Context: an optimization exercise on an open-source flow, tuned for small area and a short achievable clock period. The choices shown serve that exercise and are no tape-out recipe.
The RTL was checked by simulation tests, not by an equivalence proof against the original design.
Power figures rest on the tool's default switching activity, not on a simulated workload.

==> inputs of try-tundra <==
==> flow/design.v <==
module fifo_guarded #(
    parameter int DWIDTH          = 16,
    parameter int AWIDTH          = 8,
    parameter int SHOWAHEAD       = 1,
    parameter int REGISTER_OUTPUT = 0
) (
    input  logic              clk_i,
    input  logic              srst_i,
    input  logic [DWIDTH-1:0] data_i,
    input  logic              wrreq_i,
    input  logic              rdreq_i,
    input  logic [AWIDTH:0]   af_thresh_i,
    input  logic [AWIDTH:0]   ae_thresh_i,
    input  logic              err_clr_i,
    output logic [DWIDTH-1:0] q_o,
    output logic              empty_o,
    output logic              full_o,
    output logic [AWIDTH:0]   usedw_o,
    output logic              almost_full_o,
    output logic              almost_empty_o,
    output logic              ovf_o,
    output logic              udf_o
);
    localparam int DEPTH = 1 << AWIDTH;
    localparam int LOW   = AWIDTH / 2;
    localparam int NCOL  = 1 << LOW;
    localparam int NROW  = DEPTH / NCOL;
    logic [DEPTH*DWIDTH-1:0] mem_q;
    logic [NCOL-1:0]         wcol_q, rcol_nq;
    logic [NROW-1:0]         wrow_q, rrow_nq;
    logic [AWIDTH:0]         cnt_q, cnt_d, cntn_q;    
    logic                    empty_q, full_q, ovf_q, udf_q;
    logic [DWIDTH-1:0]       q_q, q_d, rdata;
    logic                    one, wr_acc, rd_acc;
    logic [DEPTH-1:0]        rsel, wen, whold;
    assign one    = (cnt_q == (AWIDTH+1)'(1));
    assign wr_acc = wrreq_i & ~full_q;
    assign rd_acc = rdreq_i & ~empty_q;
    always_comb begin
        cnt_d = cnt_q;
        if (wr_acc && !rd_acc)      cnt_d = cnt_q + 1'b1;
        else if (rd_acc && !wr_acc) cnt_d = cnt_q - 1'b1;
    end
    always_ff @(posedge clk_i) begin
        if (srst_i) begin
            wcol_q  <= NCOL'(1);
            wrow_q  <= NROW'(1);
            rcol_nq <= ~(NCOL'(2));   
            rrow_nq <= ~(NROW'(1));
            cnt_q   <= '0;
            cntn_q  <= '1;
            empty_q <= 1'b1;
            full_q  <= 1'b0;
            ovf_q   <= 1'b0;
            udf_q   <= 1'b0;
        end else begin
            if (wr_acc) begin
                wcol_q <= {wcol_q[NCOL-2:0], wcol_q[NCOL-1]};
                if (wcol_q[NCOL-1]) wrow_q <= {wrow_q[NROW-2:0], wrow_q[NROW-1]};
            end
            if (rd_acc) begin
                rcol_nq <= {rcol_nq[NCOL-2:0], rcol_nq[NCOL-1]};
                if (!rcol_nq[NCOL-1]) rrow_nq <= {rrow_nq[NROW-2:0], rrow_nq[NROW-1]};
            end
            cnt_q   <= cnt_d;
            cntn_q  <= ~cnt_d;
            empty_q <= (cnt_d == '0);
            full_q  <= cnt_d[AWIDTH];
            ovf_q   <= (wrreq_i & full_q)  | (ovf_q & ~err_clr_i);
            udf_q   <= (rdreq_i & empty_q) | (udf_q & ~err_clr_i);
        end
    end
    logic [NROW-1:0] wrow_en_n, wrow_f;
    logic [NCOL-1:0] wcol_n;
    assign wrow_en_n = ~(wrow_q & {NROW{wr_acc}});
    assign wrow_f    = wrow_q & {NROW{~full_q}};
    assign wcol_n    = ~wcol_q;
    always_comb begin
        for (int i = 0; i < DEPTH; i++) begin
            rsel[i]  = ~(rrow_nq[i / NCOL] | rcol_nq[i % NCOL]);
            wen[i]   = ~(wrow_en_n[i / NCOL] | wcol_n[i % NCOL]);
            whold[i] = ~(wrow_f[i / NCOL] & wcol_q[i % NCOL]);
        end
    end
    always_ff @(posedge clk_i) begin
        for (int i = 0; i < DEPTH; i++)
            mem_q[i*DWIDTH +: DWIDTH] <= (data_i & {DWIDTH{wen[i]}}) |
                                         (mem_q[i*DWIDTH +: DWIDTH] & {DWIDTH{whold[i]}});
    end
    localparam int NGRP = (DEPTH + 2) / 3;
    logic [3*NGRP-1:0]        rsel_x;
    logic [3*NGRP*DWIDTH-1:0] mem_x;
    logic [NGRP*DWIDTH-1:0]   grp_n;
    assign rsel_x = (3*NGRP)'(rsel);
    assign mem_x  = (3*NGRP*DWIDTH)'(mem_q);
    for (genvar g = 0; g < NGRP; g++) begin : g_grp
        for (genvar b = 0; b < DWIDTH; b++) begin : g_bit
            fifo_guarded_aoi222 u_aoi (
                .a0(mem_x[(3*g)*DWIDTH + b]),   .s0(rsel_x[3*g]),
                .a1(mem_x[(3*g+1)*DWIDTH + b]), .s1(rsel_x[3*g+1]),
                .a2(mem_x[(3*g+2)*DWIDTH + b]), .s2(rsel_x[3*g+2]),
                .y (grp_n[g*DWIDTH + b]));
        end
    end
    logic [DWIDTH*29-1:0] tr1;
    logic [DWIDTH*15-1:0] tr2;
    logic [DWIDTH*5-1:0]  tr3;
    logic [DWIDTH*3-1:0]  tr4;
    for (genvar b = 0; b < DWIDTH; b++) begin : g_tb
        for (genvar j = 0; j < 28; j++) begin : g_l1
            fifo_guarded_nand3 u (.a(grp_n[(3*j)*DWIDTH + b]), .b(grp_n[(3*j+1)*DWIDTH + b]),
                                  .c(grp_n[(3*j+2)*DWIDTH + b]), .y(tr1[b*29 + j]));
        end
        fifo_guarded_nand2 u_l1 (.a(grp_n[84*DWIDTH + b]), .b(grp_n[85*DWIDTH + b]), .y(tr1[b*29 + 28]));
        for (genvar j = 0; j < 14; j++) begin : g_l2
            fifo_guarded_nor2 u (.a(tr1[b*29 + 2*j]), .b(tr1[b*29 + 2*j+1]), .y(tr2[b*15 + j]));
        end
        fifo_guarded_inv u_l2 (.a(tr1[b*29 + 28]), .y(tr2[b*15 + 14]));
        for (genvar j = 0; j < 5; j++) begin : g_l3
            fifo_guarded_nand3 u (.a(tr2[b*15 + 3*j]), .b(tr2[b*15 + 3*j+1]), .c(tr2[b*15 + 3*j+2]),
                                  .y(tr3[b*5 + j]));
        end
        for (genvar j = 0; j < 2; j++) begin : g_l4
            fifo_guarded_nor2 u (.a(tr3[b*5 + 2*j]), .b(tr3[b*5 + 2*j+1]), .y(tr4[b*3 + j]));
        end
        fifo_guarded_inv u_l4 (.a(tr3[b*5 + 4]), .y(tr4[b*3 + 2]));
        fifo_guarded_nand3 u_l5 (.a(tr4[b*3]), .b(tr4[b*3 + 1]), .c(tr4[b*3 + 2]), .y(rdata[b]));
    end
    always_comb begin
        q_d = q_q;
        if (wr_acc && (empty_q || (one && rdreq_i))) q_d = data_i;
        else if (rd_acc && !one)                     q_d = rdata;
    end
    always_ff @(posedge clk_i) begin
        if (srst_i) q_q <= '0;
        else        q_q <= q_d;
    end
    logic af_gt, ae_gt;
    fifo_guarded_gt9 u_af (.t(af_thresh_i), .cn(cntn_q), .gt(af_gt));
    fifo_guarded_gt9 u_ae (.t(ae_thresh_i), .cn(cntn_q), .gt(ae_gt));
    assign q_o            = q_q;
    assign empty_o        = empty_q;
    assign full_o         = full_q;
    assign usedw_o        = cnt_q;
    assign almost_full_o  = ~af_gt;
    assign almost_empty_o = ae_gt;
    assign ovf_o          = ovf_q;
    assign udf_o          = udf_q;
endmodule
module fifo_guarded_aoi222 (
    input  logic a0, s0, a1, s1, a2, s2,
    output logic y
);
    assign y = ~((a0 & s0) | (a1 & s1) | (a2 & s2));
endmodule
module fifo_guarded_gt9 (
    input  logic [8:0] t, cn,
    output logic       gt
);
    logic [8:0] gn, pn;    
    for (genvar i = 0; i < 9; i++) begin : g_bit
        fifo_guarded_nand2 u_g (.a(t[i]), .b(cn[i]), .y(gn[i]));
        fifo_guarded_nor2  u_p (.a(t[i]), .b(cn[i]), .y(pn[i]));
    end
    logic [2:0] g_hi, p_hi, g_pr, p_pr, g_n;
    logic       p2_n;
    for (genvar k = 0; k < 3; k++) begin : g_grp
        fifo_guarded_inv   u_gh (.a(gn[3*k+2]), .y(g_hi[k]));
        fifo_guarded_inv   u_ph (.a(pn[3*k+2]), .y(p_hi[k]));
        fifo_guarded_oai21 u_gp (.a1(pn[3*k+1]), .a2(gn[3*k]), .b1(gn[3*k+1]), .y(g_pr[k]));
        fifo_guarded_nor2  u_pp (.a(pn[3*k+1]), .b(pn[3*k]), .y(p_pr[k]));
        fifo_guarded_aoi21 u_gg (.a1(p_hi[k]), .a2(g_pr[k]), .b1(g_hi[k]), .y(g_n[k]));
    end
    logic p21_n;
    fifo_guarded_nand2 u_p2 (.a(p_hi[2]), .b(p_pr[2]), .y(p2_n));
    fifo_guarded_nand4 u_p21 (.a(p_hi[2]), .b(p_pr[2]), .c(p_hi[1]), .d(p_pr[1]), .y(p21_n));
    fifo_guarded_oai221 u_out (.a1(p2_n), .a2(g_n[1]), .b1(p21_n), .b2(g_n[0]), .c1(g_n[2]), .y(gt));
endmodule
module fifo_guarded_inv   (input logic a, output logic y); assign y = ~a; endmodule
module fifo_guarded_nand2 (input logic a, b, output logic y); assign y = ~(a & b); endmodule
module fifo_guarded_nor2  (input logic a, b, output logic y); assign y = ~(a | b); endmodule
module fifo_guarded_nand3 (input logic a, b, c, output logic y); assign y = ~(a & b & c); endmodule
module fifo_guarded_nand4 (input logic a, b, c, d, output logic y); assign y = ~(a & b & c & d); endmodule
module fifo_guarded_oai21 (input logic a1, a2, b1, output logic y); assign y = ~((a1 | a2) & b1); endmodule
module fifo_guarded_aoi21 (input logic a1, a2, b1, output logic y); assign y = ~((a1 & a2) | b1); endmodule
module fifo_guarded_oai221 (input logic a1, a2, b1, b2, c1, output logic y);
    assign y = ~((a1 | a2) & (b1 | b2) & c1);
endmodule
==> flow/flow/run.sh <==
#!/bin/bash
# The standard layout, with two changes after the standard synthesis:
#  - the threshold and almost-flag pins are kept together on one edge (flow/io.tcl, read
#    by ORFS's floorplan step as IO_CONSTRAINTS), so the in-to-out compare paths are short;
#  - delay cells are not used for placement-time buffering (the port buffers), on top of
#    the platform's own don't-use list.
set -euo pipefail
bash standard.sh synth > standard_synth.log 2>&1
DONT_USE="sky130_fd_sc_hd__probe_p_8 sky130_fd_sc_hd__probec_p_8 sky130_fd_sc_hd__lpflow_bleeder_1 sky130_fd_sc_hd__lpflow_clkbufkapwr_1 sky130_fd_sc_hd__lpflow_clkbufkapwr_16 sky130_fd_sc_hd__lpflow_clkbufkapwr_2 sky130_fd_sc_hd__lpflow_clkbufkapwr_4 sky130_fd_sc_hd__lpflow_clkbufkapwr_8 sky130_fd_sc_hd__lpflow_clkinvkapwr_1 sky130_fd_sc_hd__lpflow_clkinvkapwr_16 sky130_fd_sc_hd__lpflow_clkinvkapwr_2 sky130_fd_sc_hd__lpflow_clkinvkapwr_4 sky130_fd_sc_hd__lpflow_clkinvkapwr_8 sky130_fd_sc_hd__lpflow_decapkapwr_12 sky130_fd_sc_hd__lpflow_decapkapwr_3 sky130_fd_sc_hd__lpflow_decapkapwr_4 sky130_fd_sc_hd__lpflow_decapkapwr_6 sky130_fd_sc_hd__lpflow_decapkapwr_8 sky130_fd_sc_hd__lpflow_inputiso0n_1 sky130_fd_sc_hd__lpflow_inputiso0p_1 sky130_fd_sc_hd__lpflow_inputiso1n_1 sky130_fd_sc_hd__lpflow_inputiso1p_1 sky130_fd_sc_hd__lpflow_inputisolatch_1 sky130_fd_sc_hd__lpflow_isobufsrc_1 sky130_fd_sc_hd__lpflow_isobufsrc_16 sky130_fd_sc_hd__lpflow_isobufsrc_2 sky130_fd_sc_hd__lpflow_isobufsrc_4 sky130_fd_sc_hd__lpflow_isobufsrc_8 sky130_fd_sc_hd__lpflow_isobufsrckapwr_16 sky130_fd_sc_hd__lpflow_lsbuf_lh_hl_isowell_tap_1 sky130_fd_sc_hd__lpflow_lsbuf_lh_hl_isowell_tap_2 sky130_fd_sc_hd__lpflow_lsbuf_lh_hl_isowell_tap_4 sky130_fd_sc_hd__lpflow_lsbuf_lh_isowell_4 sky130_fd_sc_hd__lpflow_lsbuf_lh_isowell_tap_1 sky130_fd_sc_hd__lpflow_lsbuf_lh_isowell_tap_2 sky130_fd_sc_hd__lpflow_lsbuf_lh_isowell_tap_4 sky130_fd_sc_hd__fill_1 sky130_fd_sc_hd__fill_2 sky130_fd_sc_hd__fill_4 sky130_fd_sc_hd__fill_8  sky130_fd_sc_hd__dlygate* sky130_fd_sc_hd__clkdlybuf* sky130_fd_sc_hd__dlymetal*"
bash standard.sh finish IO_CONSTRAINTS="$PWD/flow/io.tcl" DONT_USE_CELLS="$DONT_USE" > standard_finish.log 2>&1
==> flow/flow/io.tcl <==
# Keep the threshold inputs and the almost-full/almost-empty outputs together on one edge,
# so the in-to-out compare paths are short.
set_io_pin_constraint -pin_names {af_thresh_i[0] ae_thresh_i[0] af_thresh_i[1] ae_thresh_i[1] af_thresh_i[2] ae_thresh_i[2] af_thresh_i[3] ae_thresh_i[3] af_thresh_i[4] almost_full_o almost_empty_o ae_thresh_i[4] af_thresh_i[5] ae_thresh_i[5] af_thresh_i[6] ae_thresh_i[6] af_thresh_i[7] ae_thresh_i[7] af_thresh_i[8] ae_thresh_i[8]} -region left:* -group -order
==> flow/standard.sh <==
#!/bin/bash
# synth_recipe.tcl (not shown) runs the flow's synth.tcl, then flattens the netlist and writes it again
# the make line also repeats each setting of config.mk as NAME=value (left out here)
make -C /OpenROAD-flow-scripts/flow DESIGN_CONFIG=/design/flow/config.mk WORK_HOME=/design/flow/orfs CLKGATE_MAP_FILE= SYNTH_SCRIPT=/design/flow/synth_recipe.tcl "${@:-finish}"
==> flow/config.mk <==
export PLATFORM = sky130hd
export DESIGN_NAME = fifo_guarded
export DESIGN_NICKNAME = fifo_guarded
export VERILOG_FILES = /design/flow/design.v
export SDC_FILE = /design/flow/constraint.sdc
export NUM_CORES = 4
export LEC_CHECK = 0
export CAP_MARGIN = 20
export CORE_MARGIN = 2
export CORE_UTILIZATION = 45
export CTS_CLUSTER_DIAMETER = 100
export CTS_CLUSTER_SIZE = 24
export SETUP_SLACK_MARGIN = 4.0
export SLEW_MARGIN = 20
export SYNTH_HIERARCHICAL = 1
export SYNTH_MINIMUM_KEEP_SIZE = 0
==> flow/constraint.sdc <==
create_clock -name core_clock -period 7.5 [get_ports {clk_i}]
set_input_delay 1.5000 -clock core_clock [delete_from_list [all_inputs] [get_ports {clk_i}]]
set_output_delay 1.5000 -clock core_clock [all_outputs]
set_load 0.01 [all_outputs]
==> try-yarrow: changes against try-tundra <==
--- a/flow/design.v
+++ b/flow/design.v
@@ -30,3 +30,3 @@
     logic [NROW-1:0]         wrow_q, rrow_nq;
-    logic [AWIDTH:0]         cnt_q, cnt_d, cntn_q;    
+    logic [AWIDTH:0]         cnt_q, cnt_d;
     logic                    empty_q, full_q, ovf_q, udf_q;
@@ -50,3 +50,2 @@
             cnt_q   <= '0;
-            cntn_q  <= '1;
             empty_q <= 1'b1;
@@ -65,3 +64,2 @@
             cnt_q   <= cnt_d;
-            cntn_q  <= ~cnt_d;
             empty_q <= (cnt_d == '0);
@@ -138,4 +136,4 @@
     logic af_gt, ae_gt;
-    fifo_guarded_gt9 u_af (.t(af_thresh_i), .cn(cntn_q), .gt(af_gt));
-    fifo_guarded_gt9 u_ae (.t(ae_thresh_i), .cn(cntn_q), .gt(ae_gt));
+    fifo_guarded_gt9 u_af (.t(af_thresh_i), .cn(~cnt_q), .gt(af_gt));
+    fifo_guarded_gt9 u_ae (.t(ae_thresh_i), .cn(~cnt_q), .gt(ae_gt));
     assign q_o            = q_q;
==> flow/run.sh (new file) <==
#!/bin/bash
# synth_recipe.tcl (not shown) runs the flow's synth.tcl, then flattens the netlist and writes it again
# the make line also repeats each setting of config.mk as NAME=value (left out here)
make -C /OpenROAD-flow-scripts/flow DESIGN_CONFIG=/design/flow/config.mk WORK_HOME=/design/flow/orfs CLKGATE_MAP_FILE= SYNTH_SCRIPT=/design/flow/synth_recipe.tcl finish
Settings changed: CTS_BUF_LIST from default to sky130_fd_sc_hd__clkbuf_8, CTS_CLUSTER_DIAMETER 100 to default, CTS_CLUSTER_SIZE 24 to default.
removed: flow/flow/run.sh
removed: flow/flow/io.tcl
removed: flow/standard.sh
==> try-raven: changes against try-tundra <==
==> flow/run.sh (new file) <==
#!/bin/bash
# synth_recipe.tcl (not shown) runs the flow's synth.tcl, then flattens the netlist and writes it again
# the make line also repeats each setting of config.mk as NAME=value (left out here)
make -C /OpenROAD-flow-scripts/flow DESIGN_CONFIG=/design/flow/config.mk WORK_HOME=/design/flow/orfs CLKGATE_MAP_FILE= SYNTH_SCRIPT=/design/flow/synth_recipe.tcl finish
removed: flow/flow/run.sh
removed: flow/flow/io.tcl
removed: flow/standard.sh
==> comparison table <==
metric	try-yarrow	try-raven	try-tundra
Gpl congestion	0.936	0.946	0.916
Clock-cell share	0.0838	0.0328	0.0325
Largest net degree at the start of global routing	148	175	156
Multiplexer share of the synthesized area	0.0000672	0	0
Fraction of final layout cells sized beyond drive strength 1	0.126	0.0850	0.0678
Number of diodes	43	39	41
CTS resizes	291	347	281
Startpoint of the lowest-slack hold path	mem_q[1777]	mem_q[1277]	mem_q[2047]
Area share of the largest cell type after synthesis	0.563	0.565	0.565
Fin worst setup slack	3.68 ns	3.77 ns	3.77 ns
Die Span Y	579 um	579 um	579 um
Width of the chip	579 um	579 um	579 um
Status	no timing/DRC/antenna violations	no timing/DRC/antenna violations	no timing/DRC/antenna violations
Placed cell count	16700	16700	16800
Relative max-transition margin	0.121	0.108	0.153
Per-cell routed wire length	33.5 um	35.3 um	34.5 um
Tot GR Track Use	0.341	0.339	0.333
Reported combinational group power	3090 uW	2590 uW	2670 uW
Post-place setup slack	2.40 ns	2.86 ns	2.54 ns
Layout inverter count without the clock tree	56	60	60
Post-synthesis compound-gate area fraction	0.332	0.332	0.332

-- port drivers added, routing unchanged --
In the flow no input, the clock included, has a driving cell. The finished layouts below were timed again as built, in two steps. Step 1 (the two cells are an assumption about what drives the block):
set clk [get_ports {clk_i}]
set_driving_cell -lib_cell sky130_fd_sc_hd__clkbuf_16 $clk
set_driving_cell -lib_cell sky130_fd_sc_hd__buf_2 [delete_from_list [all_inputs] $clk]
Step 2, shift: input delay + t, output delay - t, t = (earliest + latest rising clock arrival at the registers) / 2. This alone moves slack from input paths to output paths. a / b / c = no drivers / after step 1 / after step 2; a / b = the first two.
run	shift t [ns]	slack for setup (ns)	worst setup path at the end	clock arrival spread, ns	worst data-port slew with drivers (ns)
try-tundra	1.044	3.769 / 3.729 / 2.936	input to register	0.080 / 0.081	0.20
try-yarrow	1.347	3.683 / 3.579 / 2.640	input to register	0.085 / 0.086	0.05
try-raven	1.042	3.768 / 3.746 / 3.065	input to register	0.101 / 0.100	0.13
After both steps setup and hold are still met in every run listed. For try-yarrow, which loses most, drivers alone change the setup slack by -0.104 ns; drivers and shift together by -1.043 ns.
